Background: an optimization exercise with open tools, aiming at small area, a short achievable clock period and few clock cycles per item. Do not read the settings as production practice.
Function was checked by simulation only, so behaviour that the tests miss may differ from the original.

$ cat design/flow/run.sh
#!/bin/bash
# synth_recipe.tcl (not shown) runs the flow's synth.tcl, then flattens the netlist and writes it again
# the make line also repeats each setting of config.mk as NAME=value (left out here)
make -C /OpenROAD-flow-scripts/flow DESIGN_CONFIG=/design/flow/config.mk WORK_HOME=/design/flow/orfs CLKGATE_MAP_FILE= SYNTH_SCRIPT=/design/flow/synth_recipe.tcl finish
$ cat design/flow/config.mk
export PLATFORM = sky130hd
export DESIGN_NAME = seconds_to_calendar_time
export DESIGN_NICKNAME = seconds_to_calendar_time
export VERILOG_FILES = /design/flow/design.v
export SDC_FILE = /design/flow/constraint.sdc
export NUM_CORES = 4
export LEC_CHECK = 0
export CAP_MARGIN = 20
export CORE_MARGIN = 2
export CORE_UTILIZATION = 40
export SLEW_MARGIN = 20
$ cat design/flow/constraint.sdc
create_clock -name core_clock -period 8.0 [get_ports {clk_i}]
set_input_delay 1.6000 -clock core_clock [delete_from_list [all_inputs] [get_ports {clk_i}]]
set_output_delay 1.6000 -clock core_clock [all_outputs]
set_load 0.01 [all_outputs]
$ cat design/flow/design.v
package s2ct_pkg;
  localparam int unsigned SECS_W  = 25;
  localparam int unsigned MICRO_W = 20;
  localparam int unsigned YEAR_W  = 16;
  localparam int unsigned DOY_W   = 9;
  localparam int unsigned REST_W  = 17;
  localparam int unsigned REM_W   = 12;
  localparam int unsigned MON_W   = 4;
  localparam int unsigned DAY_W   = 5;
  localparam int unsigned HOUR_W  = 5;
  localparam int unsigned MIN_W   = 6;
  localparam int unsigned SEC_W   = 6;
  localparam int unsigned IN_DATA_W  = 48;
  localparam int unsigned OUT_DATA_W = 48;
  localparam logic [REST_W-1:0]  DAY_SECS    = 17'd86400;
  localparam logic [REM_W-1:0]   HOUR_SECS   = 12'd3600;
  localparam logic [MIN_W-1:0]   MIN_SECS    = 6'd60;
  localparam logic [MICRO_W-1:0] MICRO_MAX   = 20'd999999;
  localparam logic [DOY_W-1:0]   COMMON_DAYS = 9'd365;
  localparam logic [YEAR_W-1:0]  YEAR_RESET  = 16'd2000;
  localparam int unsigned        DAY_RECIP_W  = 18;
  localparam logic [17:0]        DAY_RECIP    = 18'd198841;
  localparam int unsigned        DAY_SHIFT    = 34;
  localparam int unsigned        HOUR_RECIP_W = 16;
  localparam logic [15:0]        HOUR_RECIP   = 16'd37283;
  localparam int unsigned        HOUR_SHIFT   = 27;
  localparam int unsigned        MIN_RECIP_W  = 12;
  localparam logic [11:0]        MIN_RECIP    = 12'd2185;
  localparam int unsigned        MIN_SHIFT    = 17;
  localparam logic [YEAR_W-1:0]  INV25     = 16'd23593;
  localparam logic [YEAR_W-1:0]  DIV25_LIM = 16'd2621;
  localparam int unsigned        MONTHS   = 12;
  localparam logic [MON_W-1:0]   FEBRUARY = 4'd1;
  localparam logic [MON_W-1:0]   DECEMBER = 4'd12;
  localparam logic [DAY_W-1:0]   LAST_DAY = 5'd31;
  localparam logic [HOUR_W-1:0]  LAST_HOUR = 5'd23;
  localparam logic [MIN_W-1:0]   LAST_MIN  = 6'd59;
  localparam logic [SEC_W-1:0]   LAST_SEC  = 6'd59;
  localparam int unsigned QDEPTH = 4;
  localparam int unsigned QPTR_W = $clog2(QDEPTH);
  localparam int unsigned QCNT_W = $clog2(QDEPTH + 1);
  typedef struct packed {
    logic [DOY_W-1:0]   doy;
    logic [REST_W-1:0]  rest;
    logic [MICRO_W-1:0] micro;
    logic               leap;
    logic               past;
  } entry_t;
  function automatic logic [DOY_W-1:0] month_start(input logic [MON_W-1:0] m,
                                                   input logic leap);
    logic [DOY_W-1:0] base;
    case (m)
      4'd0:    base = 9'd0;
      4'd1:    base = 9'd31;
      4'd2:    base = 9'd59;
      4'd3:    base = 9'd90;
      4'd4:    base = 9'd120;
      4'd5:    base = 9'd151;
      4'd6:    base = 9'd181;
      4'd7:    base = 9'd212;
      4'd8:    base = 9'd243;
      4'd9:    base = 9'd273;
      4'd10:   base = 9'd304;
      4'd11:   base = 9'd334;
      default: base = 9'd334;
    endcase
    if (m > FEBRUARY) begin
      base = base + {{(DOY_W-1){1'b0}}, leap};
    end
    month_start = base;
  endfunction
endpackage
module s2ct_front (
  input  logic                            clk_i,
  input  logic                            rst_ni,
  input  logic                            in_valid_i,
  output logic                            in_ready_o,
  input  logic [s2ct_pkg::SECS_W-1:0]     secs_i,
  input  logic [s2ct_pkg::MICRO_W-1:0]    micro_i,
  input  logic [s2ct_pkg::YEAR_W-1:0]     year_i,
  output logic                            push_valid_o,
  input  logic                            push_ready_i,
  output s2ct_pkg::entry_t                push_entry_o
);
  localparam int unsigned QPROD_W = s2ct_pkg::SECS_W + s2ct_pkg::DAY_RECIP_W;
  localparam int unsigned DPROD_W = s2ct_pkg::DOY_W + s2ct_pkg::REST_W;
  logic                          v_q, v_d;
  logic [s2ct_pkg::SECS_W-1:0]   secs_q;
  logic [s2ct_pkg::MICRO_W-1:0]  micro_q, micro_sat;
  logic [s2ct_pkg::DOY_W-1:0]    qa_q, qa;
  logic                          leap_q, leap;
  logic [QPROD_W-1:0]            qprod;
  logic [2*s2ct_pkg::YEAR_W-1:0] yprod;
  logic                          div25;
  logic [DPROD_W-1:0]            dprod;
  logic [s2ct_pkg::SECS_W-1:0]   diff;
  logic                          wrap;
  logic [s2ct_pkg::DOY_W-1:0]    doy;
  logic [s2ct_pkg::SECS_W-1:0]   rest_wide;
  assign in_ready_o = !v_q || push_ready_i;
  assign qprod = QPROD_W'(secs_i) * QPROD_W'(s2ct_pkg::DAY_RECIP);
  assign qa    = qprod[s2ct_pkg::DAY_SHIFT +: s2ct_pkg::DOY_W];
  assign yprod = (2*s2ct_pkg::YEAR_W)'(year_i) * (2*s2ct_pkg::YEAR_W)'(s2ct_pkg::INV25);
  assign div25 = (yprod[s2ct_pkg::YEAR_W-1:0] <= s2ct_pkg::DIV25_LIM);
  assign leap  = (year_i[1:0] == 2'b00) && (!div25 || (year_i[3:0] == 4'b0000));
  assign micro_sat = (micro_i > s2ct_pkg::MICRO_MAX) ? s2ct_pkg::MICRO_MAX : micro_i;
  always_comb begin
    v_d = v_q;
    if (in_ready_o) begin
      v_d = in_valid_i;
    end
  end
  always_ff @(posedge clk_i or negedge rst_ni) begin
    if (!rst_ni) begin
      v_q <= 1'b0;
    end else begin
      v_q <= v_d;
    end
  end
  always_ff @(posedge clk_i) begin
    if (in_ready_o && in_valid_i) begin
      secs_q  <= secs_i;
      micro_q <= micro_sat;
      qa_q    <= qa;
      leap_q  <= leap;
    end
  end
  assign dprod     = DPROD_W'(qa_q) * DPROD_W'(s2ct_pkg::DAY_SECS);
  assign diff      = secs_q - dprod[s2ct_pkg::SECS_W-1:0];
  assign wrap      = (diff >= s2ct_pkg::SECS_W'(s2ct_pkg::DAY_SECS));
  assign doy       = qa_q + {{(s2ct_pkg::DOY_W-1){1'b0}}, wrap};
  assign rest_wide = wrap ? (diff - s2ct_pkg::SECS_W'(s2ct_pkg::DAY_SECS)) : diff;
  always_comb begin
    push_entry_o.doy   = doy;
    push_entry_o.rest  = rest_wide[s2ct_pkg::REST_W-1:0];
    push_entry_o.micro = micro_q;
    push_entry_o.leap  = leap_q;
    push_entry_o.past  = (doy >= (s2ct_pkg::COMMON_DAYS +
                                  {{(s2ct_pkg::DOY_W-1){1'b0}}, leap_q}));
  end
  assign push_valid_o = v_q;
endmodule
module s2ct_queue (
  input  logic              clk_i,
  input  logic              rst_ni,
  input  logic              push_valid_i,
  output logic              push_ready_o,
  input  s2ct_pkg::entry_t  push_entry_i,
  output logic              pop_valid_o,
  input  logic              pop_ready_i,
  output s2ct_pkg::entry_t  pop_entry_o
);
  localparam int unsigned ENTRY_W = s2ct_pkg::DOY_W + s2ct_pkg::REST_W + s2ct_pkg::MICRO_W + 2;
  logic [ENTRY_W-1:0]                mem_q [s2ct_pkg::QDEPTH];
  logic [s2ct_pkg::QPTR_W-1:0]       wr_ptr_q, wr_ptr_d;
  logic [s2ct_pkg::QPTR_W-1:0]       rd_ptr_q, rd_ptr_d;
  logic [s2ct_pkg::QCNT_W-1:0]       cnt_q, cnt_d;
  logic                              do_push, do_pop;
  localparam logic [s2ct_pkg::QCNT_W-1:0] FULL = s2ct_pkg::QCNT_W'(s2ct_pkg::QDEPTH);
  localparam logic [s2ct_pkg::QPTR_W-1:0] LAST = s2ct_pkg::QPTR_W'(s2ct_pkg::QDEPTH - 1);
  assign push_ready_o = (cnt_q != FULL);
  assign pop_valid_o  = (cnt_q != '0);
  assign pop_entry_o  = mem_q[rd_ptr_q];
  assign do_push      = push_valid_i && push_ready_o;
  assign do_pop       = pop_valid_o && pop_ready_i;
  always_comb begin
    wr_ptr_d = wr_ptr_q;
    rd_ptr_d = rd_ptr_q;
    cnt_d    = cnt_q;
    if (do_push) begin
      wr_ptr_d = (wr_ptr_q == LAST) ? '0 : wr_ptr_q + 1'b1;
    end
    if (do_pop) begin
      rd_ptr_d = (rd_ptr_q == LAST) ? '0 : rd_ptr_q + 1'b1;
    end
    if (do_push && !do_pop) begin
      cnt_d = cnt_q + 1'b1;
    end else if (!do_push && do_pop) begin
      cnt_d = cnt_q - 1'b1;
    end
  end
  always_ff @(posedge clk_i or negedge rst_ni) begin
    if (!rst_ni) begin
      wr_ptr_q <= '0;
      rd_ptr_q <= '0;
      cnt_q    <= '0;
    end else begin
      wr_ptr_q <= wr_ptr_d;
      rd_ptr_q <= rd_ptr_d;
      cnt_q    <= cnt_d;
    end
  end
  always_ff @(posedge clk_i) begin
    if (do_push) begin
      mem_q[wr_ptr_q] <= push_entry_i;
    end
  end
endmodule
module s2ct_back (
  input  logic                            clk_i,
  input  logic                            rst_ni,
  input  logic                            pop_valid_i,
  output logic                            pop_ready_o,
  input  s2ct_pkg::entry_t                pop_entry_i,
  output logic                            out_valid_o,
  input  logic                            out_ready_i,
  output logic [s2ct_pkg::MON_W-1:0]      month_o,
  output logic [s2ct_pkg::DAY_W-1:0]      day_o,
  output logic [s2ct_pkg::HOUR_W-1:0]     hour_o,
  output logic [s2ct_pkg::MIN_W-1:0]      minute_o,
  output logic [s2ct_pkg::SEC_W-1:0]      second_o,
  output logic [s2ct_pkg::MICRO_W-1:0]    micro_o,
  output logic                            past_o
);
  localparam int unsigned HPROD_W = s2ct_pkg::REST_W + s2ct_pkg::HOUR_RECIP_W;
  localparam int unsigned HSEC_W  = s2ct_pkg::HOUR_W + s2ct_pkg::REM_W;
  localparam int unsigned MPROD_W = s2ct_pkg::REM_W + s2ct_pkg::MIN_RECIP_W;
  localparam int unsigned MSEC_W  = 2 * s2ct_pkg::MIN_W;
  logic b1_v_q, b2_v_q, b3_v_q, o_v_q;
  logic b1_en, b2_en, b3_en, o_en;
  logic [s2ct_pkg::MON_W-1:0]    b1_mon_q,  b2_mon_q,  b3_mon_q;
  logic [s2ct_pkg::DAY_W-1:0]    b1_day_q,  b2_day_q,  b3_day_q;
  logic [s2ct_pkg::HOUR_W-1:0]   b1_hour_q, b2_hour_q, b3_hour_q;
  logic [s2ct_pkg::MICRO_W-1:0]  b1_micro_q, b2_micro_q, b3_micro_q;
  logic                          b1_past_q, b2_past_q, b3_past_q;
  logic [s2ct_pkg::REST_W-1:0]   b1_rest_q;
  logic [s2ct_pkg::REM_W-1:0]    b2_rem_q, b3_rem_q;
  logic [s2ct_pkg::MIN_W-1:0]    b3_min_q;
  logic [s2ct_pkg::MON_W-1:0]    mon_idx;
  logic [s2ct_pkg::DOY_W-1:0]    start;
  logic [s2ct_pkg::DOY_W-1:0]    day_wide;
  logic [HPROD_W-1:0]            hprod;
  logic [HSEC_W-1:0]             hsec;
  logic [s2ct_pkg::REST_W-1:0]   rem_wide;
  logic [MPROD_W-1:0]            mprod;
  logic [MSEC_W-1:0]             msec;
  logic [s2ct_pkg::REM_W-1:0]    sec_wide;
  assign o_en        = !o_v_q || out_ready_i;
  assign b3_en       = !b3_v_q || o_en;
  assign b2_en       = !b2_v_q || b3_en;
  assign b1_en       = !b1_v_q || b2_en;
  assign pop_ready_o = b1_en;
  always_ff @(posedge clk_i or negedge rst_ni) begin
    if (!rst_ni) begin
      b1_v_q <= 1'b0;
      b2_v_q <= 1'b0;
      b3_v_q <= 1'b0;
      o_v_q  <= 1'b0;
    end else begin
      if (b1_en) b1_v_q <= pop_valid_i;
      if (b2_en) b2_v_q <= b1_v_q;
      if (b3_en) b3_v_q <= b2_v_q;
      if (o_en)  o_v_q  <= b3_v_q;
    end
  end
  always_comb begin
    mon_idx = '0;
    for (int m = 0; m < s2ct_pkg::MONTHS; m++) begin
      if (pop_entry_i.doy >= s2ct_pkg::month_start(s2ct_pkg::MON_W'(m), pop_entry_i.leap)) begin
        mon_idx = s2ct_pkg::MON_W'(m);
      end
    end
  end
  assign start    = s2ct_pkg::month_start(mon_idx, pop_entry_i.leap);
  assign day_wide = pop_entry_i.doy - start + 1'b1;
  assign hprod    = HPROD_W'(pop_entry_i.rest) * HPROD_W'(s2ct_pkg::HOUR_RECIP);
  always_ff @(posedge clk_i) begin
    if (b1_en) begin
      b1_mon_q   <= mon_idx + 1'b1;
      b1_day_q   <= day_wide[s2ct_pkg::DAY_W-1:0];
      b1_hour_q  <= hprod[s2ct_pkg::HOUR_SHIFT +: s2ct_pkg::HOUR_W];
      b1_rest_q  <= pop_entry_i.rest;
      b1_micro_q <= pop_entry_i.micro;
      b1_past_q  <= pop_entry_i.past;
    end
  end
  assign hsec     = HSEC_W'(b1_hour_q) * HSEC_W'(s2ct_pkg::HOUR_SECS);
  assign rem_wide = b1_rest_q - hsec[s2ct_pkg::REST_W-1:0];
  always_ff @(posedge clk_i) begin
    if (b2_en) begin
      b2_mon_q   <= b1_mon_q;
      b2_day_q   <= b1_day_q;
      b2_hour_q  <= b1_hour_q;
      b2_rem_q   <= rem_wide[s2ct_pkg::REM_W-1:0];
      b2_micro_q <= b1_micro_q;
      b2_past_q  <= b1_past_q;
    end
  end
  assign mprod = MPROD_W'(b2_rem_q) * MPROD_W'(s2ct_pkg::MIN_RECIP);
  always_ff @(posedge clk_i) begin
    if (b3_en) begin
      b3_mon_q   <= b2_mon_q;
      b3_day_q   <= b2_day_q;
      b3_hour_q  <= b2_hour_q;
      b3_rem_q   <= b2_rem_q;
      b3_min_q   <= mprod[s2ct_pkg::MIN_SHIFT +: s2ct_pkg::MIN_W];
      b3_micro_q <= b2_micro_q;
      b3_past_q  <= b2_past_q;
    end
  end
  assign msec     = MSEC_W'(b3_min_q) * MSEC_W'(s2ct_pkg::MIN_SECS);
  assign sec_wide = b3_rem_q - msec;
  always_ff @(posedge clk_i) begin
    if (o_en) begin
      micro_o <= b3_micro_q;
      past_o  <= b3_past_q;
      if (b3_past_q) begin
        month_o  <= s2ct_pkg::DECEMBER;
        day_o    <= s2ct_pkg::LAST_DAY;
        hour_o   <= s2ct_pkg::LAST_HOUR;
        minute_o <= s2ct_pkg::LAST_MIN;
        second_o <= s2ct_pkg::LAST_SEC;
      end else begin
        month_o  <= b3_mon_q;
        day_o    <= b3_day_q;
        hour_o   <= b3_hour_q;
        minute_o <= b3_min_q;
        second_o <= sec_wide[s2ct_pkg::SEC_W-1:0];
      end
    end
  end
  assign out_valid_o = o_v_q;
endmodule
module seconds_to_calendar_time (
  input  logic        clk_i,
  input  logic        rst_ni,
  input  logic        cfg_we_i,
  input  logic [15:0] cfg_data_i,
  input  logic        s_axis_tvalid,
  output logic        s_axis_tready,
  input  logic [47:0] s_axis_tdata,   
  output logic        m_axis_tvalid,
  input  logic        m_axis_tready,
  output logic [47:0] m_axis_tdata,   
  output logic [0:0]  m_axis_tuser    
);
  logic [s2ct_pkg::YEAR_W-1:0]  year_q;
  logic                         push_valid, push_ready;
  logic                         pop_valid, pop_ready;
  s2ct_pkg::entry_t             push_entry, pop_entry;
  logic [s2ct_pkg::MON_W-1:0]   month;
  logic [s2ct_pkg::DAY_W-1:0]   day;
  logic [s2ct_pkg::HOUR_W-1:0]  hour;
  logic [s2ct_pkg::MIN_W-1:0]   minute;
  logic [s2ct_pkg::SEC_W-1:0]   second;
  logic [s2ct_pkg::MICRO_W-1:0] micro;
  logic                         past;
  always_ff @(posedge clk_i or negedge rst_ni) begin
    if (!rst_ni) begin
      year_q <= s2ct_pkg::YEAR_RESET;
    end else if (cfg_we_i) begin
      year_q <= cfg_data_i;
    end
  end
  s2ct_front u_front (
    .clk_i        (clk_i),
    .rst_ni       (rst_ni),
    .in_valid_i   (s_axis_tvalid),
    .in_ready_o   (s_axis_tready),
    .secs_i       (s_axis_tdata[24:0]),
    .micro_i      (s_axis_tdata[44:25]),
    .year_i       (year_q),
    .push_valid_o (push_valid),
    .push_ready_i (push_ready),
    .push_entry_o (push_entry)
  );
  s2ct_queue u_queue (
    .clk_i        (clk_i),
    .rst_ni       (rst_ni),
    .push_valid_i (push_valid),
    .push_ready_o (push_ready),
    .push_entry_i (push_entry),
    .pop_valid_o  (pop_valid),
    .pop_ready_i  (pop_ready),
    .pop_entry_o  (pop_entry)
  );
  s2ct_back u_back (
    .clk_i       (clk_i),
    .rst_ni      (rst_ni),
    .pop_valid_i (pop_valid),
    .pop_ready_o (pop_ready),
    .pop_entry_i (pop_entry),
    .out_valid_o (m_axis_tvalid),
    .out_ready_i (m_axis_tready),
    .month_o     (month),
    .day_o       (day),
    .hour_o      (hour),
    .minute_o    (minute),
    .second_o    (second),
    .micro_o     (micro),
    .past_o      (past)
  );
  assign m_axis_tdata = {2'b00, micro, second, minute, hour, day, month};
  assign m_axis_tuser = past;
endmodule
==> reports/results.ini <==
[global_route]
grt_overflow=0
antenna_found_initial=0
grt_max_degree=56
grt_use_total=0.147
grt_pass1_vias=19800
grt_pass1_wl_um=99500

[detailed_routing]
dr.first_iter.drc_count=635
routed_wl_um=59300
route.met3.wl_um=1740
via_per_inst=4.98
antenna_left=0
post_drt_wl_per_cell_um=16.0
drc_errors=0
vias=18400
dr.pass1.iters=5
wl_met1_um=26800
wl_met2_um=29700
dr.max_layer_used=met4

[placed_design]
io_buffers=114
place.gp.congestion=0.858
dp_hpwl_um=45500

[worst_setup_path]
path_max_fanout=7
worst-path-buf-inv=5
slowest_delay_ns=0.55
cpMaxStageDelayCell=edfxtp_1
cp_top_family=adder cells
r2r_setup_slack_ns=0.56
r2r_cells=31
r2r-end=u_queue.mem_q[3][0]$_DFFE_PP_
crit_path_end_kind=register
required_ns=8.33
arrival_ns=7.77
start_kind=register
reg2reg_from=u_front.qa_q[7]$_DFFE_PP_
critPathKind=register to register

[logic_synthesis]
synth_top_area_share=0.401
synth_area_leaders=edfxtp_1 (40%), ha_1 (23%), fa_1 (13%), inv_1 (4.7%), mux4_2 (3.3%)
syn_inst=2439
netlist_area_um2=32600
yosysWarnings=4
yosys_most_used_dff=edfxtp_1
yosys-top-cells-count=ha_1 (597), edfxtp_1 (435), inv_1 (410), fa_1 (215), xnor2_1 (74)
synth-async-reset-ratio=0.0605
synth_seq_cells=463
yosysSeqAreaShare=0.422
avgSynthCellArea_um2=13.4
yosys.area.top_type=edfxtp_1
synth_most_common_cell=ha_1
synth_cell_type_count=77
synth-edff-count=435

[die]
die_h_um=290
core_area_um2=80700
die_w_um=290
initial_core_util=0.404
rows=104
dieArea_um2=83800
boundaryPins=120

[finish]
layout-drive-gt1-share=0.0836
finalNetCount=3489
synthToLayoutAreaGrowth_pct=12.5
fill_cells=7297
n_antenna_cell=0

[clock_tree]
cts_tree=built
root_buffer=clkbuf_16
hold_buffers=0
clock-sinks=463
post-cts-setup-buffer-count=0
clock_path_buffers=3
cts_made_buffers=46
cts-htree-levels=2
clock_latency_ns=0.60
cts_resized=0
path_clk_slew_ns=0.06

[worst_hold_path]
worstHoldStart=u_back.b1_rest_q[2]$_DFFE_PN_
min_path_type=register to register
worstHoldEndpoint=u_back.b2_rem_q[2]$_DFFE_PP_
holdPathStages=0

[run_status]
status=finished clean

[timing]
rsz0062_at_grt=false
finalCriticalPeriod_ns=7.44
fin_setup_tns_ns=0
fmax_ghz=0.134
fin_skew_ns=0.0538
setup_viol=0
timing.final.crit_share=0.930
tightest_slew_ns=0.979
hold_violations=0
slew_violations=0
slew-limit-headroom=0.347
whs_ns=0.411

[flow_run]
cap_violations=0

==> layout by cell type (no fill, tap or decap), drive strengths merged, types with 22 or more instances in the layout <==
cell	count
clkdlybuf4s50	114
clkbuf	53
xnor2	74
fa	215
buf	38
edfxtp	435
nand2b	26
or2	24
nand2	67
dfrtp	22
o21ai	58
a21oi	72
xor2	35
nor2	62
ha	597
inv	418
mux4	48
a21o	26
==> worst max path at each step <==
stage                                    from  cells past startpoint                       endpoint
floorplan           u_front.qa_q[7]$_DFFE_PP_                     31  u_queue.mem_q[0][0]$_DFFE_PP_
finish              u_front.qa_q[7]$_DFFE_PP_                     31  u_queue.mem_q[3][0]$_DFFE_PP_
global placement             s_axis_tdata[22]                     17      u_front.qa_q[7]$_DFFE_PP_
global route        u_front.qa_q[7]$_DFFE_PP_                     31  u_queue.mem_q[3][0]$_DFFE_PP_
detailed placement           s_axis_tdata[22]                     17      u_front.qa_q[7]$_DFFE_PP_
CTS                 u_front.qa_q[7]$_DFFE_PP_                     31  u_queue.mem_q[3][0]$_DFFE_PP_
==> area by class of cell <==
cell class | count | area (um2) | share of cell area
multi-input combinational | 1535 | 17200 | 0.468
clock inverter | 30 | 258 | 0.00702
tap | 1060 | 1330 | 0.0361
timing repair buffer | 152 | 1430 | 0.0389
clock buffer | 53 | 1190 | 0.0324
inverter | 410 | 1540 | 0.0419
sequential | 463 | 13800 | 0.375
==> routing by layer <==
metal  vias up  global-route usage
met3        67              0.0181
met1      9168               0.191
met5         -                   0
met2       254               0.264
li1       8950                   -
met4         0              0.0335
==> flip-flops by register name, summed over array words and instances, names as in the netlist, 9 cells and up <==
register / cells
u_back.micro_o: 20
u_back.b3_micro_q: 20
u_back.b1_rest_q: 12
u_front.secs_q: 25
u_back.b2_rem_q: 12
year_q: 16
u_front.qa_q: 9
u_back.b2_micro_q: 20
u_front.micro_q: 20
u_queue.mem_q: 192
u_back.b1_micro_q: 20
==> cell families (layout without fill, tap and decap cells) <==
family                     after synthesis  in the layout  share of synthesized area
adders and majority gates              812            812                      0.361
muxes                                   61             61                     0.0376
AOI/OAI and AO/OA                      260            260                     0.0519
xor gates and xnor gates               109            109                     0.0293
other                                    1              2                   0.000115
DFF                                    463            463                      0.422
and+or+nand+nor                        291            291                     0.0462
buffers and inverters                  442            645                     0.0516
==> stage by stage <==
| stage | instance area, um2 | setup WS [ns] | std cells | util |
|---|---|---|---|---|
| final | 36700 | 0.559 | 3703 | 0.455 |
| after global routing | 36700 | 0.0670 | 3703 | 0.455 |
| after floorplan | 32600 | 1.13 | 2440 | - |
| after CTS | 36700 | 0.539 | 3703 | 0.455 |
| after global placement | 35200 | 0.368 | 3620 | 0.437 |
| after detailed placement | 35200 | 0.346 | 3620 | 0.437 |
Testbench counts, summed over its fixed seeds: cycles 8,048, items 8,000.

==> what the ideal ports hide <==
Ports are ideal in the flow. The routed layout listed here was re-timed in OpenROAD.
Step 1 sets driving cells, clkbuf_16 on the clock port and buf_2 on the other inputs (assumed; they add their load-dependent delay and slew).
Step 2 times the ports against the registers' clock, not the clock port: input delays grow and output delays shrink by t, the midpoint of the rising clock arrivals with the driver on.
a / b / c = no drivers / after step 1 / after step 2; a / b = the first two.
t, ns: 0.635
slack for setup (ns): 0.559 / 0.559 / 0.413
hold slack, ns: 0.411 / 0.411 / 0.411
After both steps this run still meets setup and hold. For this run, drivers alone change the setup slack by 0.000 ns; drivers and shift together by -0.146 ns.
